What follows belongs to an exercise in optimizing a design on an open flow for small area, a short achievable clock period and few clock cycles per item; a production flow would make more cautious choices.
RTL that was checked went through simulation tests only; none was proved equivalent to the original.

Setup of alpha:
// audio_to_direct_recording_bits
module audio_to_direct_recording_bits (
  input  logic        clk_i,
  input  logic        rst_ni,
  input  logic        psel,
  input  logic        penable,
  input  logic        pwrite,
  input  logic [3:0]  paddr,
  input  logic [31:0] pwdata,
  output logic [31:0] prdata,
  output logic        pready,
  input  logic        in_valid_i,
  output logic        in_ready_o,
  input  logic [7:0]  sample_value_i,
  input  logic        is_last_i,
  output logic        out_valid_o,
  input  logic        out_ready_i,
  output logic [7:0]  packed_byte_o,
  output logic [3:0]  valid_bits_o,
  output logic        final_byte_o,
  output logic [23:0] total_bytes_o,
  output logic        run_clipped_o
);
Size: about 240 flip-flops.
==> flow/config.mk <==
export PLATFORM = sky130hd
export DESIGN_NAME = audio_to_direct_recording_bits
export DESIGN_NICKNAME = audio_to_direct_recording_bits
export VERILOG_FILES = /design/flow/design.v
export SDC_FILE = /design/flow/constraint.sdc
export NUM_CORES = 4
export LEC_CHECK = 0
export CAP_MARGIN = 20
export CORE_MARGIN = 2
export CORE_UTILIZATION = 45
export CTS_CLUSTER_DIAMETER = 60
export CTS_CLUSTER_SIZE = 30
export SETUP_SLACK_MARGIN = 4.6
export SLEW_MARGIN = 20
==> flow/constraint.sdc <==
create_clock -name core_clock -period 9.0 [get_ports {clk_i}]
set_input_delay 1.8000 -clock core_clock [delete_from_list [all_inputs] [get_ports {clk_i}]]
set_output_delay 1.8000 -clock core_clock [all_outputs]
set_load 0.01 [all_outputs]
standard.sh (not shown) runs the stock make flow with config.mk's settings and CLKGATE_MAP_FILE= SYNTH_SCRIPT=/design/flow/synth_recipe.tcl, a recipe that flattens the netlist after the stock synthesis.
==> flow/flow/run.sh <==
#!/bin/bash
# The standard layout, with plain buffers (not delay buffers) on the ports.
set -euo pipefail
export BUFFER_PORTS_ARGS="-buffer_cell sky130_fd_sc_hd__buf_2"
bash standard.sh > standard.log 2>&1
Both conditions hold for alpha: the flow ran to the end and the final layout passed the timing, design-rule and antenna checks.
### alpha -> beta
Settings: CTS_CLUSTER_DIAMETER changed from 60 to 80; CTS_CLUSTER_SIZE changed from 30 to 40.
==> comparison <==
beta | status: complete | timing, DRC, antenna: pass. alpha → beta: worst-path maximum fanout fell by 2, final cell count fell by 22, clock-buffer cell count fell by 15, final clock period utilization by the worst path fell by 0.15 points. Per the comparison of beta with alpha, worst setup slack now larger; aggregate routed wire length went down.
Setup changes, beta to gamma
Settings: swapping 80 for 70 in CTS_CLUSTER_DIAMETER; swapping 40 for 36 in CTS_CLUSTER_SIZE.
### Flow results
The final layouts of gamma and beta pass the timing, design-rule and antenna checks.
Diff beta -> gamma | met3 wire length | up by a few percent
Via count of the routed design essentially unchanged between beta and gamma.
As far as die extent in y goes, beta and gamma are indistinguishable; the numbers are identical.
Share of the final layout cell area in sequential cells: gamma vs beta — no meaningful difference
beta → gamma: maximum frequency closely matched the old numbers; final worst setup slack held; relative area change from synthesis to final layout went up by 0.28 points.
#### Input delta (delta over gamma)
Settings: CTS_CLUSTER_SIZE now 40, was 36; CTS_CLUSTER_DIAMETER now 60, was 70.
Notes after the runs:
Of delta and gamma, gamma shows the higher post-layout worst setup margin, with delta below it.
Reported for delta and gamma, mux cell area share after synthesis turned out identical to the last digit.
Going from gamma to delta, mean instance size in the synthesized netlist did not really move; sequential cell area share went down; total global-route track usage went up.
Function was not checked in any run of this note: the RTL went through the layout flow alone.

---

Another version of the RTL of audio_to_direct_recording_bits (not shown whole).
Size: ~1600 cells after synthesis, about 240 flip-flops.
==> flow/design.v (excerpt) <==
module audio_to_direct_recording_bits (
  input  logic        clk_i,
  input  logic        rst_ni,
  input  logic        psel,
  input  logic        penable,
  input  logic        pwrite,
  input  logic [3:0]  paddr,
  input  logic [31:0] pwdata,
  output logic [31:0] prdata,
  output logic        pready,
  input  logic        in_valid_i,
  output logic        in_ready_o,
  input  logic [7:0]  sample_value_i,
  input  logic        is_last_i,
  output logic        out_valid_o,
  input  logic        out_ready_i,
  output logic [7:0]  packed_byte_o,
  output logic [3:0]  valid_bits_o,
  output logic        final_byte_o,
  output logic [23:0] total_bytes_o,
  output logic        run_clipped_o
);
  localparam logic [8:0]  Q_SAT   = 9'd505;
  localparam logic [23:0] RUN_MAX = 24'hFF_FFFE;   
  logic [7:0]  threshold_q;
  logic        mode_q;
  logic [23:0] period_q;
  logic [15:0] tsb_eff;            
  logic        tsb_zero_q;         
  logic        cfg_wr;
  assign pready  = 1'b1;
  assign cfg_wr  = psel && penable && pwrite;
  always_ff @(posedge clk_i or negedge rst_ni) begin
  ...
Settings: LEC_CHECK=0, CAP_MARGIN=20, CORE_MARGIN=2, CORE_UTILIZATION=45, CTS_CLUSTER_DIAMETER=70, CTS_CLUSTER_SIZE=36, SETUP_SLACK_MARGIN=4.6, SLEW_MARGIN=20; clock period 9.0 ns.
Scripts as last shown in full above: flow/flow/run.sh
The first run completed with no timing, DRC or antenna violations.
Testbench counts at the start, summed over its fixed seeds: cycles 20,164, samples 19,200.
Change:
- CORE_UTILIZATION: 45 -> 60
Outcome: The new run finished clean. Worst setup slack gains 69 ps. Via count rose by 2.1%.

---

## run 1
audio_to_direct_recording_bits, a different RTL version from the one above (not shown whole).
For scale: roughly 1,500 cells after synthesis, ~240 flip-flops, about 130 I/O pins, ~0.015 mm2 of cells after synthesis.
clock: 9.0 ns
lec_check: 0
cap_margin: 20
core_margin: 2
core_utilization: 60
cts_cluster_diameter: 70
cts_cluster_size: 36
setup_slack_margin: 4.8
slew_margin: 20
Scripts as last shown in full above: flow/flow/run.sh
Testbench counts of run 1, summed over its fixed seeds: cycles 20,164, samples 19,200.
Relative to run 1, the following input files were edited for run 2:
-- flow/config.mk --
<<< run 1, line 12
export CTS_CLUSTER_SIZE = 36
export SETUP_SLACK_MARGIN = 4.8
export SLEW_MARGIN = 20
>>> run 2, line 12
export CTS_CLUSTER_SIZE = 36
export SETUP_SLACK_MARGIN = 4.6
export SLEW_MARGIN = 20
==> comparison <==
Global-route usage for run 2: 0.56 points down relative to run 1
Against run 1, clock period minus final worst setup slack in run 2 came out worse.
Run 2 against run 1: global-route wire length before repair -about 2%, clock-buffer cell count higher, overall via count from detail_route lost about 0.6%.
Run 2 can be clocked slower than run 1.
Between run 1 and run 2, the difference in count of unresolved DRC violations after routing is negligible.
The inputs of run 3 differ from those of run 2 as listed below.
-- flow/config.mk --
<<< run 2, line 9
export CORE_MARGIN = 2
export CORE_UTILIZATION = 60
export CTS_CLUSTER_DIAMETER = 70
>>> run 3, line 9
export CORE_MARGIN = 2
export CORE_UTILIZATION = 80
export CTS_CLUSTER_DIAMETER = 70
- Higher total number of cells along the worst setup path among run 2 and run 3: run 3
- The final reports for run 3 and run 2 show minimum clock period after layout lower in the former.
Modified inputs, run 4 compared to run 3
-- flow/config.mk --
<<< run 3, line 9
export CORE_MARGIN = 2
export CORE_UTILIZATION = 80
export CTS_CLUSTER_DIAMETER = 70
>>> run 4, line 9
export CORE_MARGIN = 2
export CORE_UTILIZATION = 70
export CTS_CLUSTER_DIAMETER = 70
## What came out
Transition at the pin with the smallest max-transition slack down 41 ps in run 4 wrt run 3. Sequential cell count came out exactly the same in run 4 and run 3. Taking run 3 as the reference point, the final worst setup slack of run 4 rises by 10 ps. Between run 4 and run 3, the difference in post-cts hold buffer count is negligible. Delta (run 4 minus run 3): routed via count divided by cell count moved down, number of gates resized after cts moved down, number of vias after detailed routing moved down, met1 capacity usage during global routing moved down, final critical-path share of the clock period level.

==> afterwards: timing with drivers on the ports <==
How much do the figures lean on ideal ports? The routed layouts below were timed once more, with nothing changed but the port constraints.
Step 1 (the two cells are an assumption about what drives the block):
set clk [get_ports {clk_i}]
set_driving_cell -lib_cell sky130_fd_sc_hd__clkbuf_16 $clk
set_driving_cell -lib_cell sky130_fd_sc_hd__buf_2 [delete_from_list [all_inputs] $clk]
Step 2 adds t to the input delays and takes it off the output delays; t is the mean of the earliest and latest rising clock arrival at the registers after step 1. Input paths then give back, and output paths get back, about the clock's delay inside the block.
a / b / c = ideal ports / drivers / drivers and shift; a / b = the first two.
| run | shift t [ns] | slack for setup (ns) | worst slew at a driven data input, ns |
|---|---|---|---|
| alpha | 0.606 | 4.630 / 4.509 / 4.509 | 0.12 |
| beta | 0.565 | 4.643 / 4.521 / 4.521 | 0.12 |
| gamma | 0.576 | 4.645 / 4.523 / 4.523 | 0.12 |
| delta | 0.606 | 4.630 / 4.509 / 4.509 | 0.12 |
| the first run of note 2 | 0.567 | 4.567 / 4.482 / 4.482 | 0.08 |
| the second run of note 2 | 0.557 | 4.637 / 4.547 / 4.547 | 0.11 |
| run 1 | 0.545 | 4.622 / 4.516 / 4.516 | 0.12 |
| run 2 | 0.554 | 4.590 / 4.463 / 4.463 | 0.13 |
| run 3 | 0.536 | 4.613 / 4.506 / 4.506 | 0.12 |
| run 4 | 0.540 | 4.623 / 4.495 / 4.495 | 0.13 |
After both steps setup and hold are still met in every run listed. The setup slack of run 4, which loses most, moves by -0.128 ns with the drivers and by -0.128 ns with both steps.
